What follows belongs to an exercise in optimizing a design on an open flow for small area, a short achievable clock period and few clock cycles; a production flow would make more cautious choices. Function was checked by simulation only, so behaviour that the tests miss may differ from the original.

==> flow/design.v <==
`timescale 1ns/1ps
module cnn_conv_top (
    input  logic        clk,
    input  logic        reset,
    input  logic        pix_valid,
    output logic        pix_ready,
    input  logic [7:0]  pix_byte,
    output logic        out_valid,
    input  logic        out_ready,
    output logic [15:0] out_data,
    output logic [2:0]  out_channel,
    output logic        out_last
);
    localparam int IMG   = 28;
    localparam int DEPTH = 2 * IMG + 3;
    logic [7:0]         in_byte;    
    logic               in_full;
    logic [DEPTH*8-1:0] sr;         
    logic [4:0]         row;        
    logic [4:0]         col;
    logic               busy;       
    logic [2:0]         cc;         
    logic [5:0]         oh;         
    logic               win_last;   
    logic               s1v;        
    logic               hold;       
    logic               hold_last;
    logic [2:0]         oc;         
    logic               ov;         
    logic take, push, issue, adv_out, s1_take, feed, is_win, full_nx, busy_nx;
    logic [7:0] q_new;
    assign q_new = 8'(({1'b0, in_byte} + 9'd1) >> 1);
    assign take    = pix_valid && pix_ready;
    assign adv_out = !ov || out_ready;
    assign issue   = adv_out && ((oc[2] && oc[1]) ? hold : s1v);
    assign s1_take = issue && !(oc[2] && oc[1]);
    assign feed    = busy && (!s1v || s1_take);
    assign push    = in_full && !busy;
    assign is_win  = (row >= 5'd2) && (col >= 5'd2);
    assign full_nx = take || (in_full && !push);
    assign busy_nx = push ? is_win : (busy && !(feed && cc == 3'd5));
    always_ff @(posedge clk) begin
        if (!in_full || push) in_byte <= pix_byte;
        if (push) sr <= {sr[(DEPTH-1)*8-1:0], q_new};
    end
    always_ff @(posedge clk) begin
        if (reset) begin
            in_full   <= 1'b0;
            pix_ready <= 1'b1;
            busy      <= 1'b0;
            cc        <= 3'd0;
            oh        <= 6'd1;
            s1v       <= 1'b0;
            hold      <= 1'b0;
            oc        <= 3'd0;
            row       <= 5'd0;
            col       <= 5'd0;
        end else begin
            in_full   <= full_nx;
            busy      <= busy_nx;
            pix_ready <= !full_nx || !busy_nx;
            s1v       <= feed || (s1v && !s1_take);
            if (issue) oc <= oc + 3'd1;
            if (issue && oc == 3'd7) hold <= 1'b0;
            if (feed && cc == 3'd5)  hold <= 1'b1;
            if (push) begin
                cc <= 3'd0;
                oh <= 6'd1;
                if (col == 5'(IMG - 1)) begin
                    col <= 5'd0;
                    row <= (row == 5'(IMG - 1)) ? 5'd0 : row + 5'd1;
                end else begin
                    col <= col + 5'd1;
                end
            end else if (feed) begin
                cc <= cc + 3'd1;
                oh <= {oh[4:0], oh[5]};
            end
        end
    end
    always_ff @(posedge clk) begin
        if (push) win_last <= (row == 5'(IMG - 1)) && (col == 5'(IMG - 1));
        if (feed && cc == 3'd5) hold_last <= win_last;
    end
    logic [7:0] a, b, c, d, e, f, g, h, i;
    assign a = sr[58*8 +: 8];
    assign b = sr[57*8 +: 8];
    assign c = sr[56*8 +: 8];
    assign d = sr[30*8 +: 8];
    assign e = sr[29*8 +: 8];
    assign f = sr[28*8 +: 8];
    assign g = sr[2*8 +: 8];
    assign h = sr[1*8 +: 8];
    assign i = sr[0*8 +: 8];
    logic [8:0]         r1_sa, r1_sb, r1_sc, r1_sd;
    logic signed [8:0]  r1_pn, r1_q4, r1_un, r1_vn6;  
    logic signed [11:0] r1_e12;     
    logic signed [8:0]  r1_em6;     
    logic [9:0]         r2_nac, r2_nbd;
    logic signed [10:0] r2_zz, r2_ww;              
    logic [10:0]        r3_n;
    logic signed [12:0] r4_y;
    logic signed [10:0] r4_v6;
    logic [14:0]        r5_v7;
    logic signed [13:0] n14, y14;
    logic signed [19:0] w7;
    assign n14 = $signed({3'd0, r3_n});
    assign y14 = 14'(r4_y);
    assign w7  = $signed({y14, 7'd50}) - 20'(y14 <<< 1) - 20'(y14);
    always_ff @(posedge clk) begin
        r1_sa  <= {1'b0, a} + {1'b0, i};
        r1_sb  <= {1'b0, b} + {1'b0, h};
        r1_sc  <= {1'b0, c} + {1'b0, g};
        r1_sd  <= {1'b0, d} + {1'b0, f};
        r1_pn  <= $signed({1'b0, i}) - $signed({1'b0, a});
        r1_q4  <= $signed({1'b0, g}) - $signed({1'b0, c}) + 9'sd4;
        r1_un  <= $signed({1'b0, h}) - $signed({1'b0, b});
        r1_vn6 <= $signed({1'b0, f}) - $signed({1'b0, d}) - 9'sd6;
        r1_e12 <= $signed({2'd0, e, 3'd0}) + $signed({3'd0, e, 2'd0}) - 12'sd12;
        r1_em6 <= 9'sd6 - $signed({1'b0, e});
        r2_nac <= {1'b0, r1_sa} + {1'b0, r1_sc};
        r2_nbd <= {1'b0, r1_sb} + {1'b0, r1_sd};
        r2_zz  <= 11'(14'(r1_q4) - (14'(r1_pn) <<< 1));
        r2_ww  <= 11'(14'sd28 - 14'(r1_un) - 14'(r1_vn6));
        r3_n   <= {1'b0, r2_nac} + {1'b0, r2_nbd};
        r4_y   <= 13'((n14 <<< 1) + n14 + 14'(r1_em6));
    end
    always_ff @(posedge clk) begin
        if (!hold) begin
            r4_v6 <= 11'((14'(r1_e12) - n14) >>> 2);
            if (y14 < 14'sd0)          r5_v7 <= 15'd0;
            else if (y14 > 14'sd2096)  r5_v7 <= 15'd32767;
            else                       r5_v7 <= w7[17:3];
        end
    end
    logic signed [13:0] se, si, spn, sq4, sun, svn6, ssb, ssd, szz, sww, oa, ob, oc_;
    assign se   = $signed({6'd0, e});
    assign si   = $signed({6'd0, i});
    assign spn  = 14'(r1_pn);
    assign sq4  = 14'(r1_q4);
    assign sun  = 14'(r1_un);
    assign svn6 = 14'(r1_vn6);
    assign ssb  = $signed({5'd0, r1_sb});
    assign ssd  = $signed({5'd0, r1_sd});
    assign szz  = 14'(r2_zz);
    assign sww  = 14'(r2_ww);
    logic signed [13:0] a0, b0, a1, b1, c1, a2, b2, c2, a3, b3, c3, a4, b4, c4, a5, b5, c5;
    assign a0 = (se <<< 3) | 14'sd1;    assign b0 = ~si;
    assign a1 = sq4 <<< 3;              assign b1 = sun <<< 3;     assign c1 = spn <<< 3;
    assign a2 = (spn <<< 2) | 14'sd1;   assign b2 = ~(sq4 <<< 2);  assign c2 = svn6 <<< 3;
    assign a3 = (se <<< 5) | 14'sd18;   assign b3 = ~(ssb <<< 3);  assign c3 = ~(ssd <<< 3);
    assign a4 = n14;                    assign b4 = ~(se <<< 1);   assign c4 = -14'sd47;
    assign a5 = szz <<< 1;              assign b5 = szz;           assign c5 = sww <<< 1;
    assign oa  = ({14{oh[0]}} & a0) | ({14{oh[1]}} & a1) | ({14{oh[2]}} & a2) |
                 ({14{oh[3]}} & a3) | ({14{oh[4]}} & a4) | ({14{oh[5]}} & a5);
    assign ob  = ({14{oh[0]}} & b0) | ({14{oh[1]}} & b1) | ({14{oh[2]}} & b2) |
                 ({14{oh[3]}} & b3) | ({14{oh[4]}} & b4) | ({14{oh[5]}} & b5);
    assign oc_ = ({14{oh[1]}} & c1) | ({14{oh[2]}} & c2) |
                 ({14{oh[3]}} & c3) | ({14{oh[4]}} & c4) | ({14{oh[5]}} & c5);
    logic [13:0] s1_s, s1_c, csa_s, csa_c;
    assign csa_s = oa ^ ob ^ oc_;
    assign csa_c = ((oa & ob) | (oa & oc_) | (ob & oc_)) << 1;
    always_ff @(posedge clk) begin
        if (feed) begin
            s1_s <= csa_s;
            s1_c <= csa_c;
        end
    end
    logic signed [13:0] t1;
    logic [15:0]        res;
    assign t1 = $signed(s1_s + s1_c);
    always_comb begin
        if (oc == 3'd7)      res = {1'b0, r5_v7};
        else if (oc == 3'd6) res = r4_v6[10] ? 16'd0 : {6'd0, r4_v6[9:0]};
        else                 res = t1[13] ? 16'd0 : {6'd0, t1[12:3]};
    end
    always_ff @(posedge clk) begin
        if (reset) begin
            out_valid <= 1'b0;
            ov        <= 1'b0;
        end else if (adv_out) begin
            out_valid <= issue;
            ov        <= issue;
        end
    end
    always_ff @(posedge clk) begin
        if (adv_out) begin
            out_data    <= res;
            out_channel <= oc;
            out_last    <= (oc == 3'd7) && hold_last;
        end
    end
endmodule
export LEC_CHECK = 0
export CAP_MARGIN = 20
export CORE_MARGIN = 2
export CORE_UTILIZATION = 50
export CTS_CLUSTER_DIAMETER = 90
export CTS_CLUSTER_SIZE = 26
export SLEW_MARGIN = 20
create_clock -name core_clock -period 9.0 [get_ports {clk}]
standard.sh (not shown) runs the stock make flow with config.mk's settings and CLKGATE_MAP_FILE= SYNTH_SCRIPT=/design/flow/synth_recipe.tcl, a recipe that flattens the netlist after the stock synthesis.
==> flow/flow/run.sh <==
#!/bin/bash
set -o pipefail
cp standard.sh standard.sh.txt
export SETUP_SLACK_MARGIN=6.3
bash standard.sh > standard.log 2>&1
The starting point finished clean.
Testbench counts at the start, summed over its fixed seeds: cycles 43,940.
Rerun with:
--- a/flow/design.v
+++ b/flow/design.v
@@ -95,11 +95,11 @@
     logic [8:0]         r1_sa, r1_sb, r1_sc, r1_sd;
     logic signed [8:0]  r1_pn, r1_q4, r1_un, r1_vn6;  
-    logic signed [11:0] r1_e12;     
-    logic signed [8:0]  r1_em6;     
+    logic signed [9:0]  r1_e3;      
+    logic signed [7:0]  r1_em6;     
     logic [9:0]         r2_nac, r2_nbd;
-    logic signed [10:0] r2_zz, r2_ww;              
+    logic signed [9:0]  r2_zz, r2_ww;              
     logic [10:0]        r3_n;
     logic signed [12:0] r4_y;
-    logic signed [10:0] r4_v6;
+    logic signed [9:0]  r4_v6;
     logic [14:0]        r5_v7;
     logic signed [13:0] n14, y14;
@@ -117,10 +117,10 @@
         r1_un  <= $signed({1'b0, h}) - $signed({1'b0, b});
         r1_vn6 <= $signed({1'b0, f}) - $signed({1'b0, d}) - 9'sd6;
-        r1_e12 <= $signed({2'd0, e, 3'd0}) + $signed({3'd0, e, 2'd0}) - 12'sd12;
-        r1_em6 <= 9'sd6 - $signed({1'b0, e});
+        r1_e3  <= $signed({1'b0, e, 1'b0}) + $signed({2'd0, e}) - 10'sd3;
+        r1_em6 <= 8'(9'sd6 - $signed({1'b0, e}));
         r2_nac <= {1'b0, r1_sa} + {1'b0, r1_sc};
         r2_nbd <= {1'b0, r1_sb} + {1'b0, r1_sd};
-        r2_zz  <= 11'(14'(r1_q4) - (14'(r1_pn) <<< 1));
-        r2_ww  <= 11'(14'sd28 - 14'(r1_un) - 14'(r1_vn6));
+        r2_zz  <= 10'(14'(r1_q4) - (14'(r1_pn) <<< 1));
+        r2_ww  <= 10'(14'sd28 - 14'(r1_un) - 14'(r1_vn6));
         r3_n   <= {1'b0, r2_nac} + {1'b0, r2_nbd};
         r4_y   <= 13'((n14 <<< 1) + n14 + 14'(r1_em6));
@@ -128,5 +128,5 @@
     always_ff @(posedge clk) begin
         if (!hold) begin
-            r4_v6 <= 11'((14'(r1_e12) - n14) >>> 2);
+            r4_v6 <= 10'(((14'(r1_e3) <<< 2) - n14) >>> 2);
             if (y14 < 14'sd0)          r5_v7 <= 15'd0;
             else if (y14 > 14'sd2096)  r5_v7 <= 15'd32767;
@@ -172,5 +172,5 @@
     always_comb begin
         if (oc == 3'd7)      res = {1'b0, r5_v7};
-        else if (oc == 3'd6) res = r4_v6[10] ? 16'd0 : {6'd0, r4_v6[9:0]};
+        else if (oc == 3'd6) res = r4_v6[9] ? 16'd0 : {7'd0, r4_v6[8:0]};
         else                 res = t1[13] ? 16'd0 : {6'd0, t1[12:3]};
     end
The changed run finished with timing, DRC and antenna clean.
First-iteration DRC count is lower by about 8%.
Sequential cell count drops by 4.
Maximum frequency rose by 0.37%.
Critical path depth does not change.
Wire length came out lower by about 1.6%.
Area after synthesis came out lower by 0.76%.
Worst setup slack gets better by 0.011 ns.
Final cell count fell by 0.96%.
Testbench counts after the change, summed over its fixed seeds: cycles 43,940.

-- what the ideal ports hide --
The results above use ideal ports. As a check the final layouts listed here were re-extracted and re-timed, cells and wires unchanged. Step 1 sets driving cells, clkbuf_16 on the clock port and buf_2 on the other inputs (assumed; they add their load-dependent delay and slew). Step 2 times the ports against the registers' clock, not the clock port: input delays grow and output delays shrink by t, the midpoint of the rising clock arrivals with the driver on. Three values: ideal, step 1, step 2; two values: the first two.
| run | t, ns | setup slack, ns | clock arrival spread, ns | slew at the worst register clock pin (ns) | worst slew at a driven data input, ns |
|---|---|---|---|---|---|
| the first run | 0.640 | 6.096 / 6.039 / 5.933 | 0.024 / 0.024 | 0.10 / 0.10 | 0.03 |
| the second run | 0.631 | 6.107 / 6.050 / 5.945 | 0.032 / 0.032 | 0.10 / 0.10 | 0.04 |
After both steps every run listed still meets setup and hold. The setup slack of the first run, which loses most, moves by -0.057 ns with the drivers and by -0.163 ns with both steps.
